Context: an optimization exercise on an open-source flow, tuned for small area, a short achievable clock period and few clock cycles. The choices shown serve that exercise and are no tape-out recipe.
Function was checked by simulation only, so behaviour that the tests miss may differ from the original.
Power figures rest on the tool's default switching activity, not on a simulated workload.

$ cat design.v
package ex_pkg;
    localparam int INST_W = 32;
    localparam logic [6:0] OPC_OP_IMM = 7'b0010011;
    localparam logic [6:0] OPC_OP     = 7'b0110011;
    localparam logic [6:0] OPC_LOAD   = 7'b0000011;
    localparam logic [6:0] OPC_STORE  = 7'b0100011;
    localparam logic [6:0] OPC_BRANCH = 7'b1100011;
    localparam logic [6:0] OPC_JAL    = 7'b1101111;
    localparam logic [6:0] OPC_JALR   = 7'b1100111;
    localparam logic [6:0] OPC_LUI    = 7'b0110111;
    localparam logic [6:0] OPC_AUIPC  = 7'b0010111;
    localparam logic [2:0] F3_ADD_SUB = 3'b000;
    localparam logic [2:0] F3_SLL     = 3'b001;
    localparam logic [2:0] F3_SLT     = 3'b010;
    localparam logic [2:0] F3_SLTU    = 3'b011;
    localparam logic [2:0] F3_XOR     = 3'b100;
    localparam logic [2:0] F3_SR      = 3'b101;
    localparam logic [2:0] F3_OR      = 3'b110;
    localparam logic [2:0] F3_AND     = 3'b111;
    localparam logic [2:0] F3_BEQ  = 3'b000;
    localparam logic [2:0] F3_BNE  = 3'b001;
    localparam logic [2:0] F3_BLT  = 3'b100;
    localparam logic [2:0] F3_BGE  = 3'b101;
    localparam logic [2:0] F3_BLTU = 3'b110;
    localparam logic [2:0] F3_BGEU = 3'b111;
    localparam logic [2:0] F3_DIV  = 3'b100;
    localparam logic [2:0] F3_DIVU = 3'b101;
    localparam logic [6:0] F7_MULDIV = 7'b0000001;
    typedef enum logic [3:0] {
        ALU_ADD,
        ALU_SUB,
        ALU_SLL,
        ALU_SLT,
        ALU_SLTU,
        ALU_XOR,
        ALU_SRL,
        ALU_SRA,
        ALU_OR,
        ALU_AND
    } alu_op_e;
endpackage
`timescale 1ns/1ps
module ex_shift (
    input  logic [31:0] a_i,
    input  logic [4:0]  shamt_i,
    input  logic        left_i,
    input  logic        arith_i,
    output logic [31:0] res_o
);
    logic [31:0] x;
    logic [31:0] y;
    logic        fill;
    logic signed [32:0] t;
    always_comb begin
        for (int i = 0; i < 32; i++) begin
            x[i] = left_i ? a_i[31-i] : a_i[i];
        end
    end
    assign fill = arith_i && !left_i && a_i[31];
    assign t    = $signed({fill, x}) >>> shamt_i;
    assign y    = t[31:0];
    always_comb begin
        for (int i = 0; i < 32; i++) begin
            res_o[i] = left_i ? y[31-i] : y[i];
        end
    end
endmodule
`timescale 1ns/1ps
module ex_div (
    input  logic        clk,
    input  logic        rst_n_i,
    input  logic        req_i,         
    input  logic        early_i,       
    input  logic        b_zero_i,
    input  logic        signed_i,
    input  logic [31:0] a_i,
    input  logic [31:0] b_i,
    input  logic [31:0] dsr_sh_i,      
    input  logic        ge_i,          
    input  logic [31:0] diff_i,        
    output logic        busy_o,
    output logic [31:0] rem_o,
    output logic [31:0] dsr_o,
    output logic [4:0]  cnt_o,
    output logic        hold_o,
    output logic [31:0] quotient_o
);
    logic        busy;
    logic        align;
    logic        fin;
    logic [31:0] rem;
    logic [31:0] dsr;
    logic [31:0] quo;
    logic [4:0]  cnt;
    logic        neg;
    logic [31:0] a_mag;
    logic [31:0] b_mag;
    logic [4:0]  lz_a;
    logic [4:0]  lz_b;
    logic [4:0]  sh;
    logic [31:0] rem1;
    logic [32:0] trial2;
    logic        q2;
    logic        last;
    logic [30:0] hi;
    logic        lo;
    logic [30:0] hi_neg;
    function automatic logic [4:0] clz(input logic [31:0] v);
        logic [4:0] n;
        n = 5'd31;
        for (int i = 0; i < 32; i++) begin
            if (v[i]) n = 31 - i;
        end
        clz = n;
    endfunction
    assign a_mag = (signed_i && a_i[31]) ? -a_i : a_i;
    assign b_mag = (signed_i && b_i[31]) ? -b_i : b_i;
    assign lz_a  = clz(a_mag);
    assign lz_b  = clz(b_mag);
    assign sh    = lz_b - lz_a;
    assign rem1   = ge_i ? diff_i : rem;
    assign trial2 = {1'b0, rem1} - {2'b0, dsr[31:1]};
    assign q2     = !trial2[32];
    assign last = fin || (!align && cnt == 5'd0);
    always_ff @(posedge clk or negedge rst_n_i) begin
        if (!rst_n_i) begin
            busy  <= 1'b0;
            align <= 1'b0;
            fin   <= 1'b0;
        end else begin
            if (!busy) begin
                busy  <= req_i && !early_i;
                align <= req_i && !early_i && (sh != 5'd0);
                fin   <= 1'b0;
            end else if (align) begin
                align <= 1'b0;
            end else if (last) begin
                busy  <= 1'b0;
                fin   <= 1'b0;
            end else begin
                fin   <= (cnt == 5'd1);
            end
        end
    end
    always_ff @(posedge clk) begin
        if (!busy) begin
            rem <= a_mag;
            dsr <= b_mag;
            quo <= '0;
            cnt <= sh;
            neg <= signed_i && (a_i[31] ^ b_i[31]);
        end else if (align) begin
            dsr <= dsr_sh_i;
        end else begin
            rem <= q2 ? trial2[31:0] : rem1;
            dsr <= {2'b0, dsr[31:2]};
            quo <= {quo[29:0], ge_i, q2};
            cnt <= cnt - 5'd2;
        end
    end
    assign hi     = fin ? quo[31:1] : quo[30:0];
    assign lo     = fin ? quo[0] : ge_i;
    assign hi_neg = -hi;
    always_comb begin
        if (!busy) begin
            quotient_o = {32{b_zero_i}};
        end else if (!neg) begin
            quotient_o = {hi, lo};
        end else if (lo) begin
            quotient_o = {~hi, 1'b1};
        end else begin
            quotient_o = {hi_neg, 1'b0};
        end
    end
    assign hold_o = req_i && (busy ? !last : !early_i);
    assign busy_o = busy;
    assign rem_o  = rem;
    assign dsr_o  = dsr;
    assign cnt_o  = cnt;
endmodule
`timescale 1ns/1ps
module ex_stage #(
    parameter int XLEN = 32
) (
    input  logic                      clk,
    input  logic                      rst_n_i,
    input  logic [ex_pkg::INST_W-1:0] inst_i,
    input  logic [XLEN-1:0]           inst_addr_i,
    input  logic [XLEN-1:0]           rs1_data_i,
    input  logic [XLEN-1:0]           rs2_data_i,
    output logic                      reg_w_ena_o,
    output logic [4:0]                reg_w_addr_o,
    output logic [XLEN-1:0]           reg_w_data_o,
    output logic                      mem_r_ena_o,
    output logic [XLEN-1:0]           mem_r_addr_o,
    output logic                      mem_w_ena_o,
    output logic [XLEN-1:0]           mem_w_addr_o,
    output logic [XLEN-1:0]           mem_w_data_o,
    output logic                      jump_flag_o,
    output logic [XLEN-1:0]           jump_addr_o,
    output logic                      div_hold_o
);
    logic [31:0] inst;
    logic [31:0] pc;
    logic [31:0] a;
    logic [31:0] b;
    logic [6:0]  opcode;
    logic [2:0]  f3;
    assign inst   = inst_i;
    assign pc     = inst_addr_i;
    assign a      = rs1_data_i;
    assign b      = rs2_data_i;
    assign opcode = inst[6:0];
    assign f3     = inst[14:12];
    logic is_op_imm, is_op, is_load, is_store, is_branch, is_jal, is_jalr, is_lui, is_auipc;
    logic is_muldiv, is_alu_r, is_div, div_signed;
    assign is_op_imm  = (opcode == ex_pkg::OPC_OP_IMM);
    assign is_op      = (opcode == ex_pkg::OPC_OP);
    assign is_load    = (opcode == ex_pkg::OPC_LOAD);
    assign is_store   = (opcode == ex_pkg::OPC_STORE);
    assign is_branch  = (opcode == ex_pkg::OPC_BRANCH);
    assign is_jal     = (opcode == ex_pkg::OPC_JAL);
    assign is_jalr    = (opcode == ex_pkg::OPC_JALR);
    assign is_lui     = (opcode == ex_pkg::OPC_LUI);
    assign is_auipc   = (opcode == ex_pkg::OPC_AUIPC);
    assign is_muldiv  = (inst[31:25] == ex_pkg::F7_MULDIV);
    assign is_alu_r   = is_op && !is_muldiv;
    assign is_div     = is_op && is_muldiv && (f3[2:1] == 2'b10);
    assign div_signed = !f3[0];
    logic [31:0] imm_i, imm_s, imm_b, imm_u, imm_j;
    assign imm_i = {{20{inst[31]}}, inst[31:20]};
    assign imm_s = {{20{inst[31]}}, inst[31:25], inst[11:7]};
    assign imm_b = {{19{inst[31]}}, inst[31], inst[7], inst[30:25], inst[11:8], 1'b0};
    assign imm_u = {inst[31:12], 12'b0};
    assign imm_j = {{11{inst[31]}}, inst[31], inst[19:12], inst[20], inst[30:21], 1'b0};
    logic [31:0] op1, op2;
    logic        sub;
    logic        signs_differ;
    logic [32:0] sum;
    logic        lt_u, lt_s, eq;
    assign signs_differ = a[31] ^ b[31];
    assign op1 = opcode[2] ? pc : a;
    always_comb begin
        if (opcode[2]) begin
            op2 = opcode[6] ? 32'd4 : imm_u;              
        end else if (opcode[5] && (opcode[4] || opcode[6])) begin
            op2 = b;                                      
        end else if (opcode[5]) begin
            op2 = imm_s;                                  
        end else begin
            op2 = imm_i;                                  
        end
    end
    assign sub = !opcode[2] && (opcode[6] || (opcode[4] && (
                     (!f3[2] && f3[1]) || (f3[0] && !f3[1]) ||
                     (f3 == 3'b000 && opcode[5] && inst[30]) ||
                     (f3 == 3'b100 && opcode[5] && is_muldiv && !signs_differ))));
    logic [31:0] op2x, prop, gen;
    assign op2x = op2 ^ {32{sub}};
    assign prop = op1 ^ op2x;
    assign gen  = op1 & op2x;
    assign sum  = {1'b0, op1} + {1'b0, op2x} + {32'b0, sub};
    assign lt_u = !sum[32];
    assign lt_s = lt_u ^ op1[31] ^ op2[31];
    assign eq   = (a == b);
    logic        div_busy;
    logic [31:0] div_rem;
    logic [31:0] div_dsr;
    logic [4:0]  div_cnt;
    logic [31:0] shres;
    logic [31:0] alu_res;
    ex_shift u_shift (
        .a_i     (div_busy ? div_dsr : a),
        .shamt_i (div_busy ? div_cnt : (opcode[5] ? b[4:0] : inst[24:20])),
        .left_i  (div_busy || !f3[2]),
        .arith_i (inst[30]),
        .res_o   (shres)
    );
    always_comb begin
        case (f3)
            3'b000:  alu_res = sum[31:0];
            3'b001:  alu_res = shres;
            3'b010:  alu_res = {31'b0, lt_s};
            3'b011:  alu_res = {31'b0, lt_u};
            3'b100:  alu_res = prop;
            3'b101:  alu_res = shres;
            3'b110:  alu_res = prop | gen;
            default: alu_res = gen;
        endcase
    end
    logic zero_sum;
    logic a_lt_b;
    logic b_zero;
    logic div_early;
    logic div_hold;
    logic [31:0] div_q;
    assign zero_sum = (prop == {prop[30:0] | gen[30:0], 1'b0});
    assign b_zero   = (b == '0);
    always_comb begin
        if (!(div_signed && (a[31] || b[31]))) begin
            a_lt_b = lt_u;
        end else if (!signs_differ) begin
            a_lt_b = !lt_u && !eq;
        end else if (a[31]) begin
            a_lt_b = !sum[31] && !zero_sum;
        end else begin
            a_lt_b = sum[31];
        end
    end
    assign div_early = b_zero || a_lt_b;
    ex_div u_div (
        .clk        (clk),
        .rst_n_i    (rst_n_i),
        .req_i      (is_div),
        .early_i    (div_early),
        .b_zero_i   (b_zero),
        .signed_i   (div_signed),
        .a_i        (a),
        .b_i        (b),
        .dsr_sh_i   (shres),
        .ge_i       (jsum[32]),
        .diff_i     (jsum[31:0]),
        .busy_o     (div_busy),
        .rem_o      (div_rem),
        .dsr_o      (div_dsr),
        .cnt_o      (div_cnt),
        .hold_o     (div_hold),
        .quotient_o (div_q)
    );
    logic cond;
    always_comb begin
        case (f3)
            3'b000:  cond = eq;
            3'b001:  cond = !eq;
            3'b100:  cond = lt_s;
            3'b101:  cond = !lt_s;
            3'b110:  cond = lt_u;
            3'b111:  cond = !lt_u;
            default: cond = 1'b0;
        endcase
    end
    logic [31:0] jbase, joff;
    logic [32:0] jsum;
    always_comb begin
        if (div_busy) begin
            jbase = div_rem;
            joff  = ~div_dsr;
        end else begin
            jbase = (opcode[3:2] == 2'b01) ? a : pc;     
            if (opcode[3]) begin
                joff = imm_j;
            end else if (opcode[2]) begin
                joff = imm_i;
            end else begin
                joff = imm_b;
            end
        end
    end
    assign jsum = {1'b0, jbase} + {1'b0, joff} + {32'b0, div_busy};
    assign div_hold_o   = div_hold;
    assign reg_w_ena_o  = (is_op_imm || is_alu_r || is_load || is_jal || is_jalr ||
                           is_lui || is_auipc || is_div) && !div_hold;
    assign reg_w_addr_o = inst[11:7];
    assign reg_w_data_o = is_div ? div_q :
                          !opcode[2] ? alu_res :                      
                          (opcode[5] && !opcode[6]) ? imm_u :         
                          sum[31:0];                                  
    assign mem_r_ena_o  = is_load;
    assign mem_r_addr_o = sum[31:0];
    assign mem_w_ena_o  = is_store;
    assign mem_w_addr_o = sum[31:0];
    assign mem_w_data_o = b;
    assign jump_flag_o  = is_jal || is_jalr || (is_branch && cond);
    assign jump_addr_o  = jsum[31:0];
endmodule
$ cat flow/run.sh
#!/bin/bash
# The standard layout, with each port buffered by buf_2 instead of the
# default delay-cell buffer. The make run's full output goes to flow_make.log.
set -euo pipefail
export BUFFER_PORTS_ARGS="-buffer_cell sky130_fd_sc_hd__buf_2"
bash standard.sh "BUFFER_PORTS_ARGS=-buffer_cell sky130_fd_sc_hd__buf_2" finish > flow_make.log 2>&1
$ cat standard.sh
#!/bin/bash
# synth_recipe.tcl (not shown) runs the flow's synth.tcl, then flattens the netlist and writes it again
# the make line also repeats each setting of config.mk as NAME=value (left out here)
make -C /OpenROAD-flow-scripts/flow DESIGN_CONFIG=/design/flow/config.mk WORK_HOME=/design/flow/orfs CLKGATE_MAP_FILE= SYNTH_SCRIPT=/design/flow/synth_recipe.tcl "${@:-finish}"
$ cat config.mk
export PLATFORM = sky130hd
export DESIGN_NAME = ex_stage
export DESIGN_NICKNAME = ex_stage
export VERILOG_FILES = /design/flow/design.v
export SDC_FILE = /design/flow/constraint.sdc
export NUM_CORES = 4
export LEC_CHECK = 0
export ABC_AREA = 1
export CAP_MARGIN = 20
export CORE_MARGIN = 2
export CORE_UTILIZATION = 40
export SETUP_SLACK_MARGIN = 1.5
export SLEW_MARGIN = 20
$ cat constraint.sdc
create_clock -name core_clock -period 11.0 [get_ports {clk}]
set_input_delay 2.2000 -clock core_clock [delete_from_list [all_inputs] [get_ports {clk}]]
set_output_delay 2.2000 -clock core_clock [all_outputs]
set_load 0.01 [all_outputs]
==> results of run 1 <==
-- cells in the mapped netlist, types with 33 or more instances --
library cell    n  area, um^2
o221ai_1       39       341.6
dfxtp_1        64        1281
a21oi_1       237        1186
xnor2_1        33       289.0
buf_4          71       533.0
o21ai_0       472        2362
a22oi_1        43       322.8
edfxtp_1       38        1141
clkbuf_1      142       533.0
inv_1         479        1798
o22ai_1        90       563.0
ha_1          135        1689
nand2_1       870        3266
nand3_1       128       640.6
nor3_1         41       205.2
xor2_1        146        1279
o211ai_1       38       285.3
nor2_1        278        1044
-- tightest hold or removal path: cells and delay by family, from the launching register on --
kind	cells	cell delay (ns)
AO/OA/AOI/OAI	1	0.08
flip-flops	1	0.30
buffers and inverters	1	0.06
-- kinds of logic after synthesis --
logic type	share of synthesized area, %
AND/OR/NAND/NOR	27.57
AO/OA/AOI/OAI	29.22
buffers and inverters	14.84
XOR/XNOR	7.465
adder cells (fa/ha/maj)	8.432
flip-flops	11.77
multiplexers	0.7076
-- final timing paths --
kind / startpoint / to / depth (start not counted)
max: rs1_data_i[31] / jump_flag_o / 30
min reg2reg: u_div.quo[31]$_SDFFE_PN0N_ / u_div.quo[31]$_SDFFE_PN0N_ / 2
max reg2reg: u_div.busy$_DFF_PN0_ / u_div.rem[30]$_DFFE_PN_ / 42
min in group asynchronous: rst_n_i / u_div.align$_DFF_PN0_ / 1
min: u_div.quo[31]$_SDFFE_PN0N_ / u_div.quo[31]$_SDFFE_PN0N_ / 2
max in group asynchronous: rst_n_i / u_div.busy$_DFF_PN0_ / 1
-- per-stage QoR --
step,util [%],std cells,hold slack (ns)
final,44.26,4482,0.4866
after floorplan,-,3684,0.4444
after global routing,44.26,4482,0.5135
after detailed placement,43.18,4456,0.4777
after global placement,43.17,4455,0.4688
after CTS,43.94,4476,0.4896
-- sequential cells by signal (all words and copies together), names as in the netlist --
register / cells
u_div.rem: 32
u_div.align: 1
u_div.fin: 1
u_div.quo: 32
u_div.cnt: 5
u_div.neg: 1
u_div.dsr: 32
u_div.busy: 1
-- cell type report --
cell class              count  area (um^2)  share of cell area, %
clock buffers               9        225.2                 0.9683
clock inverters             7        93.84                 0.4035
inverters                 497         1898                  8.161
multi-input cells        2822        15710                  67.53
flip-flops and latches    105         2502                  10.76
well taps                 688        860.8                  3.701
repair buffers            354         1972                  8.478
-- report_power, final --
group | total (mW) | switching (mW) | internal [mW]
clock network | 0.371 | 0.207 | 0.165
logic | 6.49 | 4.36 | 2.13
registers | 0.696 | 0.135 | 0.561
total | 7.55 | 4.70 | 2.85
-- what timing repair did --
item                                    4_1_cts  5_1_grt
buffers inserted                              4        6
hold buffers                                  0        0
pin swaps                                     2        5
resized for setup                            14       30
endpoints found under the setup margin       13       63
hold endpoints to repair                      0        0
-- per-layer routing --
metal  part of all wire [%]  vias up  global-route usage, %
li1                       -    12460                      -
met1                     41    12310                  53.86
met2                     42     1621                  59.49
met3                     10      290                  8.244
met4                    6.0        2                  21.09
met5                  0.011        -                      0
==> impl_results.md, run 1 <==
* Run status: timing/DRC/antenna clean
* Sequential cell area fraction in the yosys report at between 10% and 20%
* RSZ-0062 raised after global routing: false
* Nature of the critical path endpoint: output port
* WP buf/inv at 5
* Port-buffer cells at 299
* Max-Cap Viols at 0
* Number of fill cells at a little under 6000
* CTS Sinks at about 110
* Die height at between 200 and 250 um
* Hold Crit Class: reg -> reg
* CTS Buffer Depth at 2
* Pre-CTS setup slack at between 1 and 1.5 ns
* Final HPWL DP at approximately 92000 um
* Vias per cell at between 5 and 6
* Worst reg2reg setup slack at approximately 3.2 ns
* CP delay by family, top: simple AND/OR/NAND/NOR gates
* Post-synth EDFFs at 38
* Rows at 84
* DRT Pass-1 Iters at 6
* Diode count at 0
* Die width at roughly 230 um
* Tmin final at ~9.4 ns
* First-pass GRT wire length at about 160000 um
* Routability Congestion at 1.065
* Synth async-reset ratio at around 2.9%
* Slew at the pin with the worst max-slew slack at 1.125 ns
* Worst-path fanout max at 8
* Crit-path max cell delay at 0.49 ns
* Worst clock skew at about 0.010 ns
* CTS root buffer: clkbuf_16
* Syn avg cell area at 5.760 um^2
* Number of global-route vias before repair at about 24000
* Design area at approximately 23000 um^2
* Mapped Area at 21220 um^2
* Syn Nets at about 4000
* Final hold vios at 0
* Power density cells at ~320 nW/um^2
* Number of buffers created by CTS at 9
* Seq cells post-synth at between 100 and 150
* Crit Path Category: in -> out
* Core ar. at 52550 um^2
* Initial antenna violation count at 4
* Synthesis Warnings at 3
* IO Count at 300
* Total power at between 7 and 8 mW
* Cells after Synth at ~3700
* Netlist cell types at 68
* Max IR drop VDD at about 0.00026 V
* Routed Wire Length at approximately 110000 um
* Post-synth top flop: dfxtp_1
* Worst endpoint required time at slightly below 9 ns
* CTS tree: done
* Max stage delay cell, worst path: fa_1
* Cell area after placement at 22690 um^2
* CP arrival at between 7 and 8 ns
* Setup violators final at 0
* GRT Util Overall at 39.92%
* Final Cycle Share at about 85%
* Final net count at approximately 4000
* Layout area overhead at 9.612%
* DIE AREA at approximately 55000 um^2
* Most frequent cells in the layout: nand2_1, inv_1, o21ai_0
* Post-detailed-route DRC marker count at 0
* P_leak at 11.26 nW
* Final worst slack at ~1.6 ns
* Reg clk slew, reported paths at 0.09 ns
* Commonest non-fill, non-tap cell in the layout: nand2_1
* Grt ovf at 0
* Total Negative Setup Slacks at 0 ns
* H-tree depth at 3
* Largest net degree at the start of global routing at 122
* Drt first-iter violations at 3335
* Startpoint types: input port
* Final ANT Viol Nets at 0
* Initial Util at between 40% and 50%
* Achievable Freq at between 100 and 150 MHz
* Clk Latency, worst-skew pair at 0.41 ns
* WL/cell at ~25 um
* Max Transition Viols Final at 0
* Via count at between 20000 and 30000
* Layout cells sized above 1 at 12.63%
* Max transition margin at between 20% and 30%
Testbench counts, summed over its fixed seeds: cycles 5,373.
==> inputs of run 2 (changes only) <==
--- a/design.v
+++ b/design.v
@@ -80,5 +80,5 @@
     input  logic [31:0] diff_i,        
     output logic        busy_o,
-    output logic [31:0] rem_o,
+    output logic [31:0] rem1_o,
     output logic [31:0] dsr_o,
     output logic [4:0]  cnt_o,
@@ -99,7 +99,7 @@
     logic [4:0]  lz_b;
     logic [4:0]  sh;
+    logic [32:0] trial1;
+    logic        q1;
     logic [31:0] rem1;
-    logic [32:0] trial2;
-    logic        q2;
     logic        last;
     logic [30:0] hi;
@@ -119,7 +119,7 @@
     assign lz_b  = clz(b_mag);
     assign sh    = lz_b - lz_a;
-    assign rem1   = ge_i ? diff_i : rem;
-    assign trial2 = {1'b0, rem1} - {2'b0, dsr[31:1]};
-    assign q2     = !trial2[32];
+    assign trial1 = {1'b0, rem} - {1'b0, dsr};
+    assign q1     = !trial1[32];
+    assign rem1   = q1 ? trial1[31:0] : rem;
     assign last = fin || (!align && cnt == 5'd0);
     always_ff @(posedge clk or negedge rst_n_i) begin
@@ -153,12 +153,12 @@
             dsr <= dsr_sh_i;
         end else begin
-            rem <= q2 ? trial2[31:0] : rem1;
+            rem <= ge_i ? diff_i : rem1;
             dsr <= {2'b0, dsr[31:2]};
-            quo <= {quo[29:0], ge_i, q2};
+            quo <= {quo[29:0], q1, ge_i};
             cnt <= cnt - 5'd2;
         end
     end
     assign hi     = fin ? quo[31:1] : quo[30:0];
-    assign lo     = fin ? quo[0] : ge_i;
+    assign lo     = fin ? quo[0] : q1;
     assign hi_neg = -hi;
     always_comb begin
@@ -175,5 +175,5 @@
     assign hold_o = req_i && (busy ? !last : !early_i);
     assign busy_o = busy;
-    assign rem_o  = rem;
+    assign rem1_o = rem1;
     assign dsr_o  = dsr;
     assign cnt_o  = cnt;
@@ -255,5 +255,5 @@
                      (!f3[2] && f3[1]) || (f3[0] && !f3[1]) ||
                      (f3 == 3'b000 && opcode[5] && inst[30]) ||
-                     (f3 == 3'b100 && opcode[5] && is_muldiv && !signs_differ))));
+                     (f3 == 3'b100 && !signs_differ))));
     logic [31:0] op2x, prop, gen;
     assign op2x = op2 ^ {32{sub}};
@@ -265,5 +265,5 @@
     assign eq   = (a == b);
     logic        div_busy;
-    logic [31:0] div_rem;
+    logic [31:0] div_rem1;
     logic [31:0] div_dsr;
     logic [4:0]  div_cnt;
@@ -283,5 +283,5 @@
             3'b010:  alu_res = {31'b0, lt_s};
             3'b011:  alu_res = {31'b0, lt_u};
-            3'b100:  alu_res = prop;
+            3'b100:  alu_res = a ^ op2;
             3'b101:  alu_res = shres;
             3'b110:  alu_res = prop | gen;
@@ -322,5 +322,5 @@
         .diff_i     (jsum[31:0]),
         .busy_o     (div_busy),
-        .rem_o      (div_rem),
+        .rem1_o     (div_rem1),
         .dsr_o      (div_dsr),
         .cnt_o      (div_cnt),
@@ -344,6 +344,6 @@
     always_comb begin
         if (div_busy) begin
-            jbase = div_rem;
-            joff  = ~div_dsr;
+            jbase = div_rem1;
+            joff  = ~{1'b0, div_dsr[31:1]};
         end else begin
             jbase = (opcode[3:2] == 2'b01) ? a : pc;     
--- a/config.mk
+++ b/config.mk
@@ -9,5 +9,5 @@
 export CAP_MARGIN = 20
 export CORE_MARGIN = 2
-export CORE_UTILIZATION = 40
-export SETUP_SLACK_MARGIN = 1.5
+export CORE_UTILIZATION = 45
+export SETUP_SLACK_MARGIN = 3.0
 export SLEW_MARGIN = 20
==> impl_results.md, run 2 <==
* Post-detailed-route DRC marker count at 0 (unchanged)
* Max IR drop VDD at 0.0005413 V (+110%)
* Post-synth EDFFs at 38 (unchanged)
* Max transition margin at 16.27% (-8.0 points)
* H-tree depth at 3 (unchanged)
* Number of global-route vias before repair at 25330 (+7.1%)
* Cell area after placement at 23130 um^2 (+1.9%)
* Drt first-iter violations at 4663 (+40%)
* First-pass GRT wire length at 172800 um (+8.2%)
* CTS Buffer Depth at 2 (unchanged)
* Sequential cell area fraction in the yosys report at 11.51% (-0.26 points)
* Die width at 223.6 um (-4.6%)
* Netlist cell types at 71 (+4.4%)
* CP delay by family, top: simple AND/OR/NAND/NOR gates
* P_leak at 12.68 nW (+13%)
* WL met2 at 50100 um (+4.4%)
* Worst-path fanout max at 6 (-2)
* Max Transition Viols Final at 0 (unchanged)
* Worst clock skew at 0.02336 ns (+0.01328 ns)
* Synth area leader: nand2_1
* Cell mode on critical path: nand2_2
* Layout area overhead at 23.49%
* Final ANT Viol Nets at 0 (unchanged)
* CTS Sinks at 105 (unchanged)
* Routed Wire Length at 126600 um (+12%)
* IO Count at 300 (unchanged)
* Max stage delay cell, worst path: fa_2
* Rows at 80 (-4.8%)
* Synth async-reset ratio at 2.857% (unchanged)
* Reg clk slew, reported paths at 0.09 ns (about the same)
* WL/cell at 27.08 um (+7.0%)
* Yosys top cell area share at 15.27% (-0.12 points)
* Routability Congestion at 1.108 (+4.0%)
* Achievable Freq at 120.3 MHz (+13%)
* GRT Util Overall at 47.32% (+7.4 points)
* Post-synth top cells: nand2_1, inv_1, o21ai_0
* Mapped Area at 21700 um^2 (+2.3%)
* Layout cells sized above 1 at 21.70% (+9.1 points)
* M1 wire length at 49460 um (+5.7%)
* Cells after Synth at 3776 (+2.5%)
* Tmin final at 8.312 ns (-1.061 ns)
* Psw at 4.354 mW (-7.4%)
* Hold Crit Class: reg -> reg
* DRT Pass-1 Iters at 8 (+2)
* Total power at 7.296 mW (-3.4%)
* Seq cells post-synth at 105 (unchanged)
* Design area at 26800 um^2 (+15%)
* Via count at 29680 (+11%)
* Post-synth top flop: dfxtp_1
* Number of buffers created by CTS at 9 (unchanged)
* Core Util, Final at 56.26% (+12 points)
* Final net count at 4322 (+6.5%)
* Setup violators final at 0 (unchanged)
* Power density cells at 272.2 nW/um^2 (-16%)
* Grt ovf at 0 (unchanged)
* Clock power frac at 5.5% (+0.6 points)
* Port-buffer cells at 299 (unchanged)
* Vias per cell at 6.348 (+6.6%)
* Largest net degree at the start of global routing at 95 (-22%)
* Int Pwr at 2.942 mW (+3.2%)
* Biggest regs: u_div.dsr (32), u_div.quo (32), u_div.rem (32)
* CP arrival at 6.11 ns (-1.06 ns)
* Top routing layer used: met5
* DIE AREA at 50010 um^2 (-8.9%)
* Final Cycle Share at 75.57% (-9.6 points)
* Run status: timing/DRC/antenna clean
* Startpoint types: input port
* Largest cells by area after synthesis: nand2_1, o21ai_0, inv_1, ha_1, a21oi_1
* Clk Latency, worst-skew pair at 0.43 ns (+0.02 ns)
* Comb pwr share at 85.5% (-0.4 points)
* Switch share at 59.68% (-2.6 points)
* Hold-fix buffers at CTS at 0 (unchanged)
* Crit-path max cell delay at 0.40 ns (-0.09 ns)
* Final hold vios at 0 (unchanged)
* Most frequent cells in the layout: nand2_1, inv_1, o21ai_0
* Slew at the pin with the worst max-slew slack at 1.246 ns (+0.1215 ns)
* Initial antenna violation count at 9 (+5)
* Die height at 223.6 um (-4.6%)
* RSZ-0062 raised after global routing: true
* Syn Nets at 4047 (+2.4%)
* Core ar. at 47650 um^2 (-9.3%)
* WP buf/inv at 5 (unchanged)
* Commonest non-fill, non-tap cell in the layout: nand2_1
* CTS tree: done
* Final HPWL DP at 98180 um (+6.3%)
* Count leader, synth: nand2_1
* Flop pwr share at 9.0% (-0.2 points)
* Routed met3 length at 19170 um (+61%)
* Synthesis Warnings at 3 (unchanged)
* Total Negative Setup Slacks at 0 ns (unchanged)
* Syn avg cell area at 5.748 um^2 (-0.20%)
* Worst endpoint required time at 8.80 ns (about the same)
* Nature of the critical path endpoint: output port
* CTS root buffer: clkbuf_16
* Initial Util at 45.55% (+5.2 points)
* Crit Path Category: in -> out
* Max-Cap Viols at 0 (unchanged)
[run 2: area by class of cell]
type                       count  area, um^2
antenna                        4       10.01
clock buffer                   9       225.2
clock inverter                 7       93.84
fill                        4982       20840
inverter                     514        2049
multi-input combinational   2907       17570
sequential                   105        2502
tap                          615       769.5
timing repair buffer         508        3542
timing repair inverter         6       45.04
[run 2: timing repair]
| item | CTS | global route |
|---|---|---|
| setup buffers | 87 | 67 |
| hold endpoints to repair | 0 | 0 |
| pin swaps | 61 | 87 |
| cloned | 10 | 6 |
| gates resized for setup | 277 | 225 |
| setup endpoints to repair | 134 | 64 |
[run 2: layer usage]
layer | vias to the layer above | GRT usage, %
li1 | 13160 | -
met5 | - | 0
met3 | 476 | 16.08
met1 | 13690 | 63.94
met2 | 2334 | 66.76
met4 | 10 | 23.03
[run 2: stage by stage]
step / cells / worst slack (ns) / hold slack [ns]
floorplan: 3776 / 3.003 / 0.4577
global placement: 4484 / 1.591 / 0.4704
detailed placement: 4485 / 1.520 / 0.4755
CTS: 4598 / 2.818 / 0.4901
global route: 4671 / 2.569 / 0.5169
finish: 4675 / 2.688 / 0.4897
[run 2: kinds of logic (layout without fill, tap and decap cells)]
kind of cell | after synthesis | after routing | share of synthesized area [%]
other cells | 0 | 4 | 0
mux | 16 | 16 | 0.7379
compound gates | 1127 | 1127 | 29.88
simple gates | 1443 | 1443 | 27.56
flops | 105 | 105 | 11.51
buf+inv | 764 | 1044 | 14.65
xor+xnor | 180 | 180 | 7.367
fa+ha+maj | 141 | 141 | 8.301
[run 2: power by group through the flow]
stage	logic (mW)	registers [mW]	clock network, mW
after CTS	5.34	0.647	0.406
after global routing	6.61	0.663	0.415
final	6.24	0.656	0.404
after detailed placement	4.97	0.655	0
after floorplan	3.43	0.600	0
after global placement	4.99	0.652	0
[run 2: path summary, 6_finish.rpt]
check | from | to | slack [ns] | cells after the start
setup / recovery | rs1_data_i[31] | reg_w_data_o[24] | 2.69 | 28
hold / removal | u_div.quo[31]$_SDFFE_PN0N_ | u_div.quo[31]$_SDFFE_PN0N_ | 0.49 | 2
setup reg to reg | u_div.rem[0]$_DFFE_PN_ | u_div.rem[29]$_DFFE_PN_ | 3.49 | 50
hold reg to reg | u_div.quo[31]$_SDFFE_PN0N_ | u_div.quo[31]$_SDFFE_PN0N_ | 0.49 | 2
max in group asynchronous | rst_n_i | u_div.busy$_DFF_PN0_ | 9.27 | 1
min in group asynchronous | rst_n_i | u_div.busy$_DFF_PN0_ | 1.59 | 1
[run 2: worst reg2reg max path: cells and delay by family (launching register included)]
kind	cells	cell delay [ns]
compound gates	8	1.05
fa+ha+maj	3	0.86
buf+inv	9	1.43
flops	1	0.40
simple gates	30	3.49
Testbench counts of run 2, summed over its fixed seeds: cycles 5,373.
==> inputs of run 3 (changes only) <==
--- a/config.mk
+++ b/config.mk
@@ -9,5 +9,5 @@
 export CAP_MARGIN = 20
 export CORE_MARGIN = 2
-export CORE_UTILIZATION = 45
-export SETUP_SLACK_MARGIN = 3.0
+export CORE_UTILIZATION = 40
+export SETUP_SLACK_MARGIN = 2.0
 export SLEW_MARGIN = 20
==> impl_results.md, run 3 <==
* Max Transition Viols Final at 0 (unchanged)
* P_leak at 11.63 nW (-8.2%)
* Commonest non-fill, non-tap cell in the layout: nand2_1
* Nature of the critical path endpoint: output port
* Final Cycle Share at 82.14% (+6.6 points)
* Core ar. at 53710 um^2 (+13%)
* Max transition margin at 13.03% (-3.2 points)
* Yosys top cell area share at 15.27% (unchanged)
* Routability Congestion at 1.094 (-1.3%)
* Post-synth top flop: dfxtp_1
* Worst endpoint required time at 8.80 ns (about the same)
* Tmin final at 9.035 ns (+0.7229 ns)
* Worst-path fanout max at 21 (+15)
* Run status: timing/DRC/antenna clean
* Seq cells post-synth at 105 (unchanged)
* Post-detailed-route DRC marker count at 0 (unchanged)
* Grt ovf at 0 (unchanged)
* Post-synth EDFFs at 38 (unchanged)
* Final hold slack at 0.4987 ns (+0.009008 ns)
* Layout cells sized above 1 at 13.47% (-8.2 points)
* Clk Latency, worst-skew pair at 0.44 ns (about the same)
* Largest net degree at the start of global routing at 67 (-29%)
* CTS Sinks at 105 (unchanged)
* Setup violators final at 0 (unchanged)
* Crit Path Category: in -> out
* DRT Pass-1 Iters at 6 (-2)
* Post-synth top cells: nand2_1, inv_1, o21ai_0
* GRT Util Overall at 41.08% (-6.2 points)
* CP arrival at 6.84 ns (+0.73 ns)
* Synth async-reset ratio at 2.857% (unchanged)
* Hold Crit Class: reg -> reg
* CTS Buffer Depth at 2 (unchanged)
* Max IR drop VDD at 0.0001553 V (-71%)
* IO Count at 300 (unchanged)
* RSZ-0062 raised after global routing: true
* Port-buffer cells at 299 (unchanged)
* Initial antenna violation count at 3 (-6)
* Worst reg2reg setup slack at 3.06 ns (-0.43 ns)
* Most frequent cells in the layout: nand2_1, inv_1, o21ai_0
* Power density cells at 264.9 nW/um^2 (-2.7%)
* Final hold vios at 0 (unchanged)
* Cells after Synth at 3776 (unchanged)
* Vias per cell at 6.097 (-4.0%)
* Via count at 28110 (-5.3%)
* Layout area overhead at 10.78%
* Netlist cell types at 71 (unchanged)
* Routed Wire Length at 121100 um (-4.4%)
* First-pass GRT wire length at 168400 um (-2.5%)
* Number of global-route vias before repair at 24510 (-3.2%)
* Largest cells by area after synthesis: nand2_1, o21ai_0, inv_1, ha_1, a21oi_1
* CTS root buffer: clkbuf_16
* H-tree depth at 3 (unchanged)
* Synthesis Warnings at 3 (unchanged)
* Final ANT Viol Nets at 0 (unchanged)
* Achievable Freq at 110.7 MHz (-8.0%)
* Initial Util at 40.41% (-5.1 points)
* WL/cell at 26.27 um (-3.0%)
* Syn Nets at 4047 (unchanged)
* Slew at the pin with the worst max-slew slack at 1.297 ns (+0.05109 ns)
* Synth area leader: nand2_1
* Final net count at 4179 (-3.3%)
* Die height at 236.9 um (+6.0%)
* Count leader, synth: nand2_1
* Drt first-iter violations at 4069 (-13%)
* Reg clk slew, reported paths at 0.10 ns (about the same)
* Core Util, Final at 44.77% (-11 points)
* Final HPWL DP at 98660 um (+0.48%)
* Worst clock skew at 0.02131 ns (-0.002049 ns)
* Rows at 85 (+6.3%)
* Startpoint types: input port
* Mapped Area at 21700 um^2 (unchanged)
* Biggest regs: u_div.dsr (32), u_div.quo (32), u_div.rem (32)
* Sequential cell area fraction in the yosys report at 11.51% (unchanged)
* Die width at 236.9 um (+6.0%)
* Hold-fix buffers at CTS at 0 (unchanged)
* CTS tree: done
* DIE AREA at 56140 um^2 (+12%)
* Number of buffers created by CTS at 9 (unchanged)
* Syn avg cell area at 5.748 um^2 (unchanged)
* Total Negative Setup Slacks at 0 ns (unchanged)
* Max-Cap Viols at 0 (unchanged)
run 3: report_power, final:
| part | leakage [nW] | internal (mW) | switching, mW |
|---|---|---|---|
| clock network | 0.152 | 0.183 | 0.226 |
| registers | 0.976 | 0.545 | 0.110 |
| logic | 10.5 | 1.69 | 3.62 |
run 3: layer usage:
metal,vias up,GRT usage (%),wire length [um],part of all wire (%)
met1,13020,56.56,50230,41
met2,1889,58.62,48930,40
li1,12870,-,-,-
met3,325,11.03,15160,13
met5,-,0,13,0.011
met4,2,20.29,6748,5.6
run 3: logic make-up after synthesis:
logic type / synth area share, %
xor gates and xnor gates: 7.367
adders and majority gates: 8.301
AOI/OAI and AO/OA: 29.88
DFF: 11.51
buffers and inverters: 14.65
and+or+nand+nor: 27.56
muxes: 0.7379
run 3: path summary, 6_finish.rpt:
path / startpoint / endpoint / cells past startpoint
worst max-delay path: inst_i[14] / reg_w_data_o[4] / 17
worst min-delay path: u_div.quo[31]$_SDFFE_PN0N_ / u_div.quo[31]$_SDFFE_PN0N_ / 2
worst max register to register: u_div.rem[0]$_DFFE_PN_ / u_div.rem[28]$_DFFE_PN_ / 49
worst min register to register: u_div.quo[31]$_SDFFE_PN0N_ / u_div.quo[31]$_SDFFE_PN0N_ / 2
max in group asynchronous: rst_n_i / u_div.busy$_DFF_PN0_ / 1
min in group asynchronous: rst_n_i / u_div.fin$_DFFE_PN0N_ / 1
run 3: through the flow:
step	setup slack, ns	power (mW)	instances	area, um^2
5_1_grt	1.925	6.810	4609	24040
4_1_cts	2.008	6.107	4588	23660
2_1_floorplan	2.557	4.032	3776	21700
3_3_place_gp	1.476	5.681	4570	23250
6_report	1.965	6.370	4610	24040
3_5_place_dp	1.361	5.665	4570	23250
run 3: worst max-delay path, cell delays in order:
cell and delay [ns]:
buf_2 0.25, nand2_1 0.72, o221ai_1 0.58, mux2i_1 0.15
nand2_1 0.09, o21ai_0 0.14, or2_2 0.33, o211ai_1 0.10
o21ai_0 0.20, nand2_1 0.10, nand2_1 0.06, o21ai_0 0.84
nand2_1 0.25, o2111ai_1 0.16, o211ai_1 0.14, a32oi_1 0.32
buf_2 0.20
run 3: layout make-up:
type | instances | area [um^2]
multi-input combinational | 2907 | 16250
clock inverter | 7 | 90.09
fill | 6025 | 29660
clock buffer | 9 | 225.2
antenna | 1 | 2.502
inverter | 514 | 1978
sequential | 105 | 2502
timing repair buffer | 370 | 2115
timing repair inverter | 1 | 8.758
tap | 696 | 870.8
run 3: timing repair:
item / in CTS / in global routing
endpoints found under the hold margin: 0 / 0
pin swaps: 1 / 10
cloned: 0 / 3
resized for setup: 22 / 54
setup endpoints to repair: 35 / 37
setup buffers: 2 / 18
==> inputs of run 4 (changes only) <==
--- a/config.mk
+++ b/config.mk
@@ -10,4 +10,4 @@
 export CORE_MARGIN = 2
 export CORE_UTILIZATION = 40
-export SETUP_SLACK_MARGIN = 2.0
+export SETUP_SLACK_MARGIN = 1.0
 export SLEW_MARGIN = 20
==> impl_results.md, run 4 <==
* Post-Synth Adder-Cell Area at 8.301% (unchanged)
* Layout area overhead at 8.595%
* Biggest regs: u_div.dsr (32), u_div.quo (32), u_div.rem (32)
* Largest cells by area after synthesis: nand2_1, o21ai_0, inv_1, ha_1, a21oi_1
* Initial antenna violation count at 3 (unchanged)
* Max stage delay cell, worst path: ha_1
* Syn avg cell area at 5.748 um^2 (unchanged)
* Switch share at 62.41% (+0.37 points)
* WL/cell at 26.13 um (-0.52%)
* Max Transition Viols Final at 0 (unchanged)
* Post-synth EDFFs at 38 (unchanged)
* CP arrival at 7.50 ns (+0.66 ns)
* CTS tree: done
* Run status: timing/DRC/antenna clean
* Hold Path Cell Cnt at 2 (unchanged)
* Post-synth top cells: nand2_1, inv_1, o21ai_0
* Final hold slack at 0.5011 ns (+0.002376 ns)
* Multiplexer share of the synthesized area at 0.7379% (unchanged)
* Die height at 236.9 um (unchanged)
* Number of buffers created by CTS at 9 (unchanged)
* CTS Sinks at 105 (unchanged)
* Pre-CTS setup slack at 1.361 ns (unchanged)
* Psw at 3.898 mW (-1.4%)
* Count leader, synth: nand2_1
* Number of global-route vias before repair at 24470 (-0.16%)
* Via count at 27800 (-1.1%)
* Netlist cell types at 71 (unchanged)
* Synth Area in Simple Gates at 27.56% (unchanged)
* Die width at 236.9 um (unchanged)
* Largest net degree at the start of global routing at 67 (unchanged)
* Int Pwr at 2.348 mW (-2.9%)
* Post-detailed-route DRC marker count at 0 (unchanged)
* DIE AREA at 56140 um^2 (unchanged)
* Worst endpoint required time at 8.80 ns (about the same)
* IO Count at 300 (unchanged)
* Achievable Freq at 103.1 MHz (-6.9%)
* Sequential cell area fraction in the yosys report at 11.51% (unchanged)
* Layout cells sized above 1 at 11.90% (-1.6 points)
* Setup violators final at 0 (unchanged)
* Post-synth top flop: dfxtp_1
* Final HPWL DP at 98660 um (unchanged)
* Synth async-reset ratio at 2.857% (unchanged)
* Crit Path Category: in -> out
* R2R depth at 47 (-4.1%)
* Synth Area in Compound Gates at 29.88% (unchanged)
* Largest family of logic cells by synthesized area: compound AO/OA/AOI/OAI gates
* Max transition margin at 10.77% (-2.3 points)
* Rows at 85 (unchanged)
* HP Start: u_div.quo[31]$_SDFFE_PN0N_
* Flop pwr share at 10.5% (+0.2 points)
* Number of fill cells at 6056 (+0.51%)
* Most frequent cells in the layout: nand2_1, inv_1, o21ai_0
* Worst r2r src: u_div.dsr[0]$_DFF_P_
* Nature of the critical path endpoint: output port
* CTS root buffer: clkbuf_16
* Reg clk slew, reported paths at 0.11 ns (about the same)
* H-tree depth at 3 (unchanged)
* Startpoint types: input port
* Worst-path fanout max at 27 (+29%)
* Final Cycle Share at 88.21% (+6.1 points)
* Total Negative Setup Slacks at 0 ns (unchanged)
* Synth area leader: nand2_1
* GRT Util Overall at 41.04% (-0.042 points)
* Reg2reg end: u_div.rem[28]$_DFFE_PN_
* Drt first-iter violations at 4118 (+1.2%)
* Crit-path max cell delay at 0.48 ns (-0.36 ns)
* Cell area after placement at 23250 um^2 (unchanged)
* Final net count at 4156 (-0.55%)
* Yosys top cell area share at 15.27% (unchanged)
* Slew at the pin with the worst max-slew slack at 1.331 ns (+0.03380 ns)
* Hold Crit Class: reg -> reg
* Commonest non-fill, non-tap cell in the layout: nand2_1
* Final ANT Viol Nets at 0 (unchanged)
* Syn Nets at 4047 (unchanged)
* Mapped Area at 21700 um^2 (unchanged)
* Routability Congestion at 1.094 (unchanged)
* Initial Util at 40.41% (unchanged)
* Core ar. at 53710 um^2 (unchanged)
* Routed Wire Length at 119800 um (-1.0%)
* First-pass GRT wire length at 168200 um (-0.14%)
* Postcts setup bufs at 0 (-2)
* Synthesis Warnings at 3 (unchanged)
* DRT Pass-1 Iters at 6 (unchanged)
* Clk Latency, worst-skew pair at 0.43 ns (about the same)
* Core Util, Final at 43.89% (-0.88 points)
* Post-synthesis xor/xnor area fraction at 7.367% (unchanged)
* CP delay by family, top: simple AND/OR/NAND/NOR gates
* Final worst slack at 1.297 ns (-0.6680 ns)
* Post-Layout Cell Count at 4586 (-0.52%)
* Clock power frac at 6.5% (about the same)
* Hold-fix buffers at CTS at 0 (unchanged)
* Total power at 6.246 mW (-2.0%)
* Diode count at 0 (-1)
* Max-Cap Viols at 0 (unchanged)
* Power density cells at 265.0 nW/um^2 (about the same)
* Tmin final at 9.703 ns (+0.6680 ns)
* Comb pwr share at 83.0% (-0.3 points)
* WP buf/inv at 6 (+4)
* Final hold vios at 0 (unchanged)
* Port-buffer cells at 299 (unchanged)
* P_leak at 11.48 nW (-1.3%)
* Grt ovf at 0 (unchanged)
* RSZ-0062 raised after global routing: false
* Post-Place Cells at 4570 (unchanged)
* Max IR drop VDD at 0.0001546 V (-0.44%)
* Vias per cell at 6.061 (-0.59%)
* Worst clock skew at 0.01824 ns (-0.003068 ns)
* Worst Hold Endpoint: u_div.quo[31]$_SDFFE_PN0N_
* Cell mode on critical path: nand2_1
* Worst reg2reg setup slack at 2.39 ns (-0.67 ns)
* CTS Buffer Depth at 2 (unchanged)
* Cells after Synth at 3776 (unchanged)
* Design area at 23570 um^2 (-2.0%)
* Seq cells post-synth at 105 (unchanged)
[run 4: logic make-up (layout without fill, tap and decap cells)]
family	Yosys count	after routing
flip-flops	105	105
XOR/XNOR	180	180
AND/OR/NAND/NOR	1443	1443
AO/OA/AOI/OAI	1127	1127
buffers and inverters	764	878
multiplexers	16	16
adder cells (fa/ha/maj)	141	141
[run 4: worst max-delay path by stage]
stage / end / slack [ns] / start / cells past startpoint
finish: reg_w_data_o[0] / 1.30 / rs1_data_i[31] / 27
global route: jump_addr_o[30] / 1.00 / u_div.dsr[0]$_DFF_P_ / 47
CTS: jump_flag_o / 1.35 / rs1_data_i[31] / 28
detailed placement: jump_flag_o / 1.36 / rs1_data_i[31] / 28
global placement: reg_w_data_o[0] / 1.48 / rs1_data_i[31] / 27
floorplan: reg_w_data_o[28] / 2.56 / rs1_data_i[31] / 32
[run 4: worst reg2reg max path, delay by kind of cell, from the launching register on]
family,cells,cell delay (ns)
compound gates,9,1.63
fa+ha+maj,4,1.05
buf+inv,6,1.68
flops,1,0.39
simple gates,28,3.60
[run 4: cell type report]
class	count	area, um^2	share of cell area [%]
clock buffers	9	225.2	0.9555
flip-flops and latches	105	2501	10.61
inverters	514	1941	8.233
repair buffers	348	1867	7.920
well taps	696	870.8	3.695
clock inverters	7	90.09	0.3822
multi-input cells	2907	16080	68.20
[run 4: routing by layer]
metal | up-vias | share of wire, % | global-route usage [%] | routed length [um]
met5 | - | 0.011 | 0 | 13
met4 | 2 | 5.6 | 20.18 | 6672
met3 | 301 | 12 | 10.27 | 14390
met2 | 1818 | 40 | 58.67 | 48480
met1 | 12840 | 42 | 56.90 | 50280
li1 | 12830 | - | - | -
[run 4: power groups by stage]
| stage | registers [mW] | clock network, mW | logic, mW |
|---|---|---|---|
| 2_1_floorplan | 0.600 | 0 | 3.43 |
| 3_3_place_gp | 0.658 | 0 | 5.02 |
| 3_5_place_dp | 0.659 | 0 | 5.01 |
| 4_1_cts | 0.649 | 0.411 | 5.03 |
| 5_1_grt | 0.665 | 0.418 | 5.61 |
| 6_report | 0.655 | 0.408 | 5.18 |
[run 4: what timing repair did]
action / in CTS / in global routing
resized for setup: 0 / 3
endpoints found under the hold margin: 0 / 0
setup endpoints to repair: 0 / 4
==> inputs of run 5 (changes only) <==
==> flow/run.sh (replaced) <==
#!/bin/bash
# The standard layout, with each port buffered by buf_1 instead of the
# default delay-cell buffer. The make run's full output goes to flow_make.log.
set -euo pipefail
export BUFFER_PORTS_ARGS="-buffer_cell sky130_fd_sc_hd__buf_1"
bash standard.sh "BUFFER_PORTS_ARGS=-buffer_cell sky130_fd_sc_hd__buf_1" finish > flow_make.log 2>&1
--- a/config.mk
+++ b/config.mk
@@ -10,4 +10,4 @@
 export CORE_MARGIN = 2
 export CORE_UTILIZATION = 40
-export SETUP_SLACK_MARGIN = 1.0
+export SETUP_SLACK_MARGIN = 2.0
 export SLEW_MARGIN = 20
==> impl_results.md, run 5 <==
* Run status: timing/DRC/antenna clean
* Worst-path fanout max at 20 (-26%)
* Setup violators final at 0 (unchanged)
* Final ANT Viol Nets at 0 (unchanged)
* Seq cells post-synth at 105 (unchanged)
* Total Negative Setup Slacks at 0 ns (unchanged)
* Final hold vios at 0 (unchanged)
* Initial antenna violation count at 2 (-1)
* CP cell instances: buf_1 -> inv_1 -> nand2_1 -> nand3_1 -> nand2_1 -> clkinvlp_4 -> nand2_1 -> o21ai_0 -> nand2_1 -> o21ai_0 -> nand2_1 -> o21ai_0 -> o21ai_0 -> nor2_1 -> a31oi_1 -> o21ai_1 -> nand2_1 -> nand2_1 -> o31ai_2 -> a21oi_1 -> buf_1
* Hold Crit Class: reg -> reg
* Worst Hold Endpoint: u_div.quo[31]$_SDFFE_PN0N_
* Flop pwr share at 10.4% (about the same)
* Worst clock skew at 0.01590 ns (-0.002340 ns)
* Startpoint types: input port
* GRT Util Overall at 41.70% (+0.66 points)
* Max-Cap Viols at 0 (unchanged)
* Syn avg cell area at 5.748 um^2 (unchanged)
* R2R depth at 48 (+2.1%)
* Psw at 3.989 mW (+2.3%)
* Die height at 236.9 um (unchanged)
* Cell mode on critical path: nand2_1
* Synth async-reset ratio at 2.857% (unchanged)
* P_leak at 10.85 nW (-5.5%)
* Sequential cell area fraction in the yosys report at 11.51% (unchanged)
* Number of global-route vias before repair at 24700 (+0.96%)
* Largest net degree at the start of global routing at 77 (+15%)
* HP Start: u_div.quo[31]$_SDFFE_PN0N_
* Post-Synth Adder-Cell Area at 8.301% (unchanged)
* Hold Path Cell Cnt at 2 (unchanged)
* Layout cells sized above 1 at 6.140% (-5.8 points)
* Post-synth top flop: dfxtp_1
* RSZ-0062 raised after global routing: true
* Number of buffers created by CTS at 9 (unchanged)
* Core ar. at 53710 um^2 (unchanged)
* H-tree depth at 3 (unchanged)
* Netlist cell types at 71 (unchanged)
* Multiplexer share of the synthesized area at 0.7379% (unchanged)
* Count leader, synth: nand2_1
* Int Pwr at 2.284 mW (-2.7%)
* Routability Congestion at 1.092 (-0.11%)
* CTS tree: done
* Grt ovf at 0 (unchanged)
* Syn Nets at 4047 (unchanged)
* Via count at 27860 (+0.21%)
* Post-synthesis xor/xnor area fraction at 7.367% (unchanged)
* CTS Sinks at 105 (unchanged)
* Synth area leader: nand2_1
* Biggest regs: u_div.dsr (32), u_div.quo (32), u_div.rem (32)
* Port-buffer cells at 299 (unchanged)
* Power density cells at 264.1 nW/um^2 (-0.33%)
* CTS root buffer: clkbuf_16
* Tmin final at 8.995 ns (-0.7084 ns)
* Synth Area in Simple Gates at 27.56% (unchanged)
* Worst r2r src: u_div.rem[0]$_DFFE_PN_
* Largest cells by area after synthesis: nand2_1, o21ai_0, inv_1, ha_1, a21oi_1
* DRT Pass-1 Iters at 6 (unchanged)
* First-pass GRT wire length at 170800 um (+1.6%)
* Worst reg2reg setup slack at 3.21 ns (+0.82 ns)
* Post-detailed-route DRC marker count at 0 (unchanged)
* Vias per cell at 6.027 (-0.57%)
* Crit-path max cell delay at 0.56 ns (+0.08 ns)
* Synth Area in Compound Gates at 29.88% (unchanged)
* Max IR drop VDD at 0.0002332 V (+51%)
* Reg2reg end: u_div.rem[30]$_DFFE_PN_
* Reg clk slew, reported paths at 0.09 ns (-0.02 ns)
* Max transition margin at 17.35% (+6.6 points)
* Final HPWL DP at 99690 um (+1.1%)
* Cells after Synth at 3776 (unchanged)
* Drt first-iter violations at 4146 (+0.68%)
* Routed Wire Length at 122200 um (+2.0%)
* Synthesis Warnings at 3 (unchanged)
* Layout area overhead at 9.437%
* Post-synth EDFFs at 38 (unchanged)
* Post-synth top cells: nand2_1, inv_1, o21ai_0
* Nature of the critical path endpoint: output port
* Max Transition Viols Final at 0 (unchanged)
* Mapped Area at 21700 um^2 (unchanged)
* Commonest non-fill, non-tap cell in the layout: nand2_1
* DIE AREA at 56140 um^2 (unchanged)
* Rows at 85 (unchanged)
* Core Util, Final at 44.23% (+0.34 points)
* Worst endpoint required time at 8.80 ns (about the same)
* Post-Place Cells at 4586 (+0.35%)
* Yosys top cell area share at 15.27% (unchanged)
* Initial Util at 40.41% (unchanged)
* Clk Latency, worst-skew pair at 0.43 ns (about the same)
* Comb pwr share at 83.4% (+0.4 points)
* Max stage delay cell, worst path: o21ai_0
* CP arrival at 6.79 ns (-0.71 ns)
* Slew at the pin with the worst max-slew slack at 1.227 ns (-0.1045 ns)
* Crit Path Category: in -> out
* Clock power frac at 6.2% (-0.3 points)
* Achievable Freq at 111.2 MHz (+7.9%)
* Post-Layout Cell Count at 4622 (+0.78%)
* Largest family of logic cells by synthesized area: compound AO/OA/AOI/OAI gates
* Final net count at 4191 (+0.84%)
* IO Count at 300 (unchanged)
* CTS Buffer Depth at 2 (unchanged)
* Switch share at 63.59% (+1.2 points)
* Final Cycle Share at 81.77% (-6.4 points)
* Die width at 236.9 um (unchanged)
* WL/cell at 26.44 um (+1.2%)
* Most frequent cells in the layout: nand2_1, inv_1, o21ai_0
## run 5: stage by stage
stage / hold slack [ns] / total power, mW / setup WS [ns] / cell area (um^2)
after CTS: 0.4916 / 6.001 / 2.036 / 23410
final: 0.4905 / 6.273 / 2.005 / 23750
after global routing: 0.5379 / 6.722 / 1.923 / 23750
after global placement: 0.4712 / 5.608 / 1.441 / 23020
after floorplan: 0.4577 / 4.032 / 2.557 / 21700
after detailed placement: 0.4786 / 5.590 / 1.380 / 23020
## run 5: worst max-delay path by stage
stage                                   to           start
final                      reg_w_data_o[0]   rs2_data_i[0]
after CTS                 reg_w_data_o[28]  rs1_data_i[31]
after global routing       jump_addr_o[30]       inst_i[2]
after floorplan           reg_w_data_o[28]  rs1_data_i[31]
after global placement     reg_w_data_o[0]  rs1_data_i[31]
after detailed placement   reg_w_data_o[0]  rs1_data_i[31]
## run 5: area by class of cell
cell class / count / area (um^2)
clock buffer: 9 / 225.2
clock inverter: 7 / 85.08
fill: 6077 / 29960
sequential: 105 / 2501
timing repair inverter: 1 / 5.005
timing repair buffer: 382 / 1826
antenna: 1 / 2.502
multi-input combinational: 2907 / 16280
tap: 696 / 870.8
inverter: 514 / 1958
## run 5: critical path, delay by kind of cell
family | cells | cell delay [ns]
buffers and inverters | 4 | 1.17
AO/OA/AOI/OAI | 8 | 2.24
AND/OR/NAND/NOR | 9 | 1.16
## run 5: kinds of logic (layout without fill, tap and decap cells)
family,count (synthesis),count (layout)
simple gates,1443,1443
other cells,0,1
xor+xnor,180,180
flops,105,105
compound gates,1127,1127
fa+ha+maj,141,141
mux,16,16
buf+inv,764,913
## run 5: power by group through the flow
stage,Sequential (mW),Clock (mW),Combinational (mW)
after floorplan,0.600,0,3.43
after global placement,0.657,0,4.95
after detailed placement,0.659,0,4.93
after CTS,0.650,0.391,4.96
after global routing,0.668,0.400,5.65
final,0.655,0.387,5.23
## run 5: repair_timing
action / in CTS / in global routing
hold endpoints to repair: 0 / 0
gates resized for setup: 17 / 58
setup buffers: 3 / 14
endpoints found under the setup margin: 27 / 43
cloned: 0 / 2
pin swaps: 2 / 14
hold buffers: 0 / 0
## run 5: metal layers
layer / vias to the layer above / global-route usage [%] / part of all wire (%)
met2: 1881 / 60.30 / 40
met5: - / 0 / 0.011
li1: 12880 / - / -
met1: 12800 / 57.44 / 42
met4: 2 / 19.18 / 5.4
met3: 301 / 10.97 / 13
==> inputs of run 6 (changes only) <==
--- a/config.mk
+++ b/config.mk
@@ -10,4 +10,4 @@
 export CORE_MARGIN = 2
 export CORE_UTILIZATION = 40
-export SETUP_SLACK_MARGIN = 2.0
+export SETUP_SLACK_MARGIN = 2.5
 export SLEW_MARGIN = 20
==> impl_results.md, run 6 <==
* Routed Wire Length at 125500 um (+2.7%)
* Final HPWL DP at 99690 um (unchanged)
* RSZ-0062 raised after global routing: true
* Worst r2r src: u_div.rem[0]$_DFFE_PN_
* CTS Sinks at 105 (unchanged)
* Via count at 28480 (+2.2%)
* Layout cells sized above 1 at 10.28% (+4.1 points)
* Max IR drop VDD at 0.0002239 V (-4.0%)
* Port-buffer cells at 299 (unchanged)
* Worst reg2reg setup slack at 3.40 ns (+0.19 ns)
* GR Util met3 at 11.61% (+0.64 points)
* Netlist cell types at 71 (unchanged)
* R2R depth at 48 (unchanged)
* Startpoint types: input port
* Nature of the critical path endpoint: output port
* Number of buffers created by CTS at 9 (unchanged)
* Final hold vios at 0 (unchanged)
* Grt ovf at 0 (unchanged)
* GRT Util Overall at 42.26% (+0.56 points)
* Crit Path Category: in -> out
* Commonest non-fill, non-tap cell in the layout: nand2_1
* Yosys top cell area share at 15.27% (unchanged)
* Met2 GRT Util at 61.33% (+1.0 points)
* Worst endpoint required time at 8.80 ns (about the same)
* Run status: timing/DRC/antenna clean
* Final net count at 4245 (+1.3%)
* Drt first-iter violations at 4099 (-1.1%)
* Hold Crit Class: reg -> reg
* Routability Congestion at 1.092 (unchanged)
* Tmin final at 8.570 ns (-0.4246 ns)
* Synthesis Warnings at 3 (unchanged)
* Power density cells at 264.1 nW/um^2 (about the same)
* Total Negative Setup Slacks at 0 ns (unchanged)
* Setup violators final at 0 (unchanged)
* Core ar. at 53710 um^2 (unchanged)
* Vias per cell at 6.089 (+1.0%)
* Reg2reg end: u_div.rem[30]$_DFFE_PN_
* Clk Latency, worst-skew pair at 0.43 ns (about the same)
* Synth async-reset ratio at 2.857% (unchanged)
* Synth area leader: nand2_1
* Layout area overhead at 14.57%
* CTS Buffer Depth at 2 (unchanged)
* CTS root buffer: clkbuf_16
* Achievable Freq at 116.7 MHz (+5.0%)
* Final ANT Viol Nets at 0 (unchanged)
* P_leak at 11.28 nW (+3.9%)
* Biggest regs: u_div.dsr (32), u_div.quo (32), u_div.rem (32)
* DRT Pass-1 Iters at 8 (+2)
* Worst-path fanout max at 38 (+90%)
* Rows at 85 (unchanged)
* H-tree depth at 3 (unchanged)
* Sequential cell area fraction in the yosys report at 11.51% (unchanged)
* Core Util, Final at 46.30% (+2.1 points)
* Cells after Synth at 3776 (unchanged)
* Syn avg cell area at 5.748 um^2 (unchanged)
* IO Count at 300 (unchanged)
* Final Cycle Share at 77.91% (-3.9 points)
* Crit path to: reg_w_data_o[30]
* Reg clk slew, reported paths at 0.09 ns (about the same)
* Initial antenna violation count at 5 (+3)
* Post-synth top flop: dfxtp_1
* Slew at the pin with the worst max-slew slack at 1.203 ns (-0.02370 ns)
* Max-Cap Viols at 0 (unchanged)
* Most frequent cells in the layout: nand2_1, inv_1, o21ai_0
* Mapped Area at 21700 um^2 (unchanged)
* Number of global-route vias before repair at 24840 (+0.57%)
* Max transition margin at 19.18% (+1.8 points)
* WL/cell at 26.82 um (+1.5%)
* Critical path launch point: rs2_data_i[0]
* First-pass GRT wire length at 172700 um (+1.1%)
* Die width at 236.9 um (unchanged)
* CTS tree: done
* Largest cells by area after synthesis: nand2_1, o21ai_0, inv_1, ha_1, a21oi_1
* Die height at 236.9 um (unchanged)
* Post-synth top cells: nand2_1, inv_1, o21ai_0
* Count leader, synth: nand2_1
* Seq cells post-synth at 105 (unchanged)
* Worst clock skew at 0.01576 ns (-0.0001420 ns)
* DIE AREA at 56140 um^2 (unchanged)
* Largest net degree at the start of global routing at 77 (unchanged)
* Post-synth EDFFs at 38 (unchanged)
* Max Transition Viols Final at 0 (unchanged)
* CP arrival at 6.37 ns (-0.42 ns)
* Post-detailed-route DRC marker count at 0 (unchanged)
* Global routing's busiest layer: met2
* Initial Util at 40.41% (unchanged)
* GR Util met1 at 58.04% (+0.60 points)
* Syn Nets at 4047 (unchanged)
run 6: changes by cell type in the layout (fill, tap and decap cells not counted), sizes merged:
cell      delta
buf         +43
clkbuf       +8
clkinvlp     +4
inv          -2
bufbuf       +1
diode        +1
run 6: per-layer routing:
metal  part of all wire, %  vias to the layer above
met5                 0.043                        -
met4                   5.1                        8
met3                    13                      299
met2                    41                     1959
met1                    41                    13210
li1                      -                    13000
run 6: area by class of cell:
type | count | area (um^2)
repair inverters | 3 | 16.27
repair buffers | 434 | 2384
multi-input cells | 2907 | 16780
fillers | 5999 | 28840
well taps | 696 | 870.8
clock inverters | 7 | 85.08
flip-flops and latches | 105 | 2501
clock buffers | 9 | 225.2
inverters | 514 | 1994
diodes | 2 | 5.005
run 6: where the power goes:
part           internal (mW)  switching [mW]  leakage, nW
logic                   1.73            3.79         10.2
registers              0.544           0.111        0.976
clock network          0.163           0.227        0.146
total                   2.44            4.13         11.3
run 6: kinds of logic after synthesis:
logic type | Yosys count | synth area share, %
mux | 16 | 0.7379
fa+ha+maj | 141 | 8.301
xor+xnor | 180 | 7.367
compound gates | 1127 | 29.88
simple gates | 1443 | 27.56
flops | 105 | 11.51
buf+inv | 764 | 14.65
run 6: what timing repair did:
action,in CTS,in global routing
resized for setup,89,184
hold buffers,0,0
gates cloned,3,7
buffers inserted,20,43
endpoints found under the setup margin,74,51
pin swaps,17,47
run 6: how the worst min path moves through the flow:
| stage | end | cells after the start | from | slack (ns) |
|---|---|---|---|---|
| 2_1_floorplan | u_div.quo[31]$_SDFFE_PN0N_ | 2 | u_div.quo[31]$_SDFFE_PN0N_ | 0.46 |
| 3_3_place_gp | u_div.quo[31]$_SDFFE_PN0N_ | 2 | u_div.quo[31]$_SDFFE_PN0N_ | 0.47 |
| 3_5_place_dp | u_div.quo[31]$_SDFFE_PN0N_ | 2 | u_div.quo[31]$_SDFFE_PN0N_ | 0.48 |
| 4_1_cts | u_div.quo[31]$_SDFFE_PN0N_ | 2 | u_div.quo[31]$_SDFFE_PN0N_ | 0.49 |
| 5_1_grt | u_div.quo[31]$_SDFFE_PN0N_ | 2 | u_div.quo[31]$_SDFFE_PN0N_ | 0.54 |
| 6_report | u_div.quo[31]$_SDFFE_PN0N_ | 2 | u_div.quo[31]$_SDFFE_PN0N_ | 0.49 |
run 6: worst max-delay path, cell delays in order:
cell     delay (ns)
buf_1          0.31
inv_1          0.28
nand2_1        0.12
nand3_1        0.13
nand2_4        0.23
buf_8          0.28
o21ai_0        0.18
o21ai_0        0.47
o21ai_0        0.21
mux2i_1        0.43
nor2_1         0.08
a31oi_1        0.25
nand2_1        0.08
o21ai_0        0.30
o22ai_1        0.14
nor2_1         0.18
nand3_1        0.09
nand2_1        0.11
a22oi_1        0.12
buf_1          0.16
run 6: stage by stage:
| stage | hold slack, ns | setup slack, ns | power [mW] | area, um^2 | std cells |
|---|---|---|---|---|---|
| final | 0.4907 | 2.430 | 6.568 | 24870 | 4677 |
| after global routing | 0.5379 | 2.395 | 6.994 | 24860 | 4675 |
| after floorplan | 0.4577 | 2.557 | 4.032 | 21700 | 3776 |
| after CTS | 0.4916 | 2.453 | 6.101 | 23840 | 4625 |
| after detailed placement | 0.4786 | 1.380 | 5.590 | 23020 | 4586 |
| after global placement | 0.4712 | 1.441 | 5.608 | 23020 | 4586 |

[afterwards: timing with drivers on the ports]
No port has a modelled driver above. Below, the same layouts with a new extraction and two added sets of constraints. Step 1 (the two cells are an assumption about what drives the block):
set clk [get_ports {clk}]
set_driving_cell -lib_cell sky130_fd_sc_hd__clkbuf_16 $clk
set_driving_cell -lib_cell sky130_fd_sc_hd__buf_2 [delete_from_list [all_inputs] $clk]
Step 2, shift: input delay + t, output delay - t, t = (earliest + latest rising clock arrival at the registers) / 2. This alone moves slack from input paths to output paths. Slacks: ideal ports / drivers / drivers and shift; pairs: ideal ports / drivers.
run	t (ns)	setup WS [ns]	worst data-port slew with drivers (ns)	cell pins on the clock port's net
run 1	0.469	1.627 / 1.588 / 1.588	0.12	1
run 2	0.482	2.688 / 2.577 / 2.577	0.18	1
run 3	0.487	1.965 / 1.944 / 1.944	0.07	1
run 4	0.491	1.297 / 1.275 / 1.275	0.04	1
run 5	0.482	2.005 / 1.984 / 1.984	0.08	1
run 6	0.485	2.430 / 2.372 / 2.372	0.28	1
After both steps every run listed still meets setup and hold. The setup slack of run 2, which loses most, moves by -0.111 ns with the drivers and by -0.111 ns with both steps.
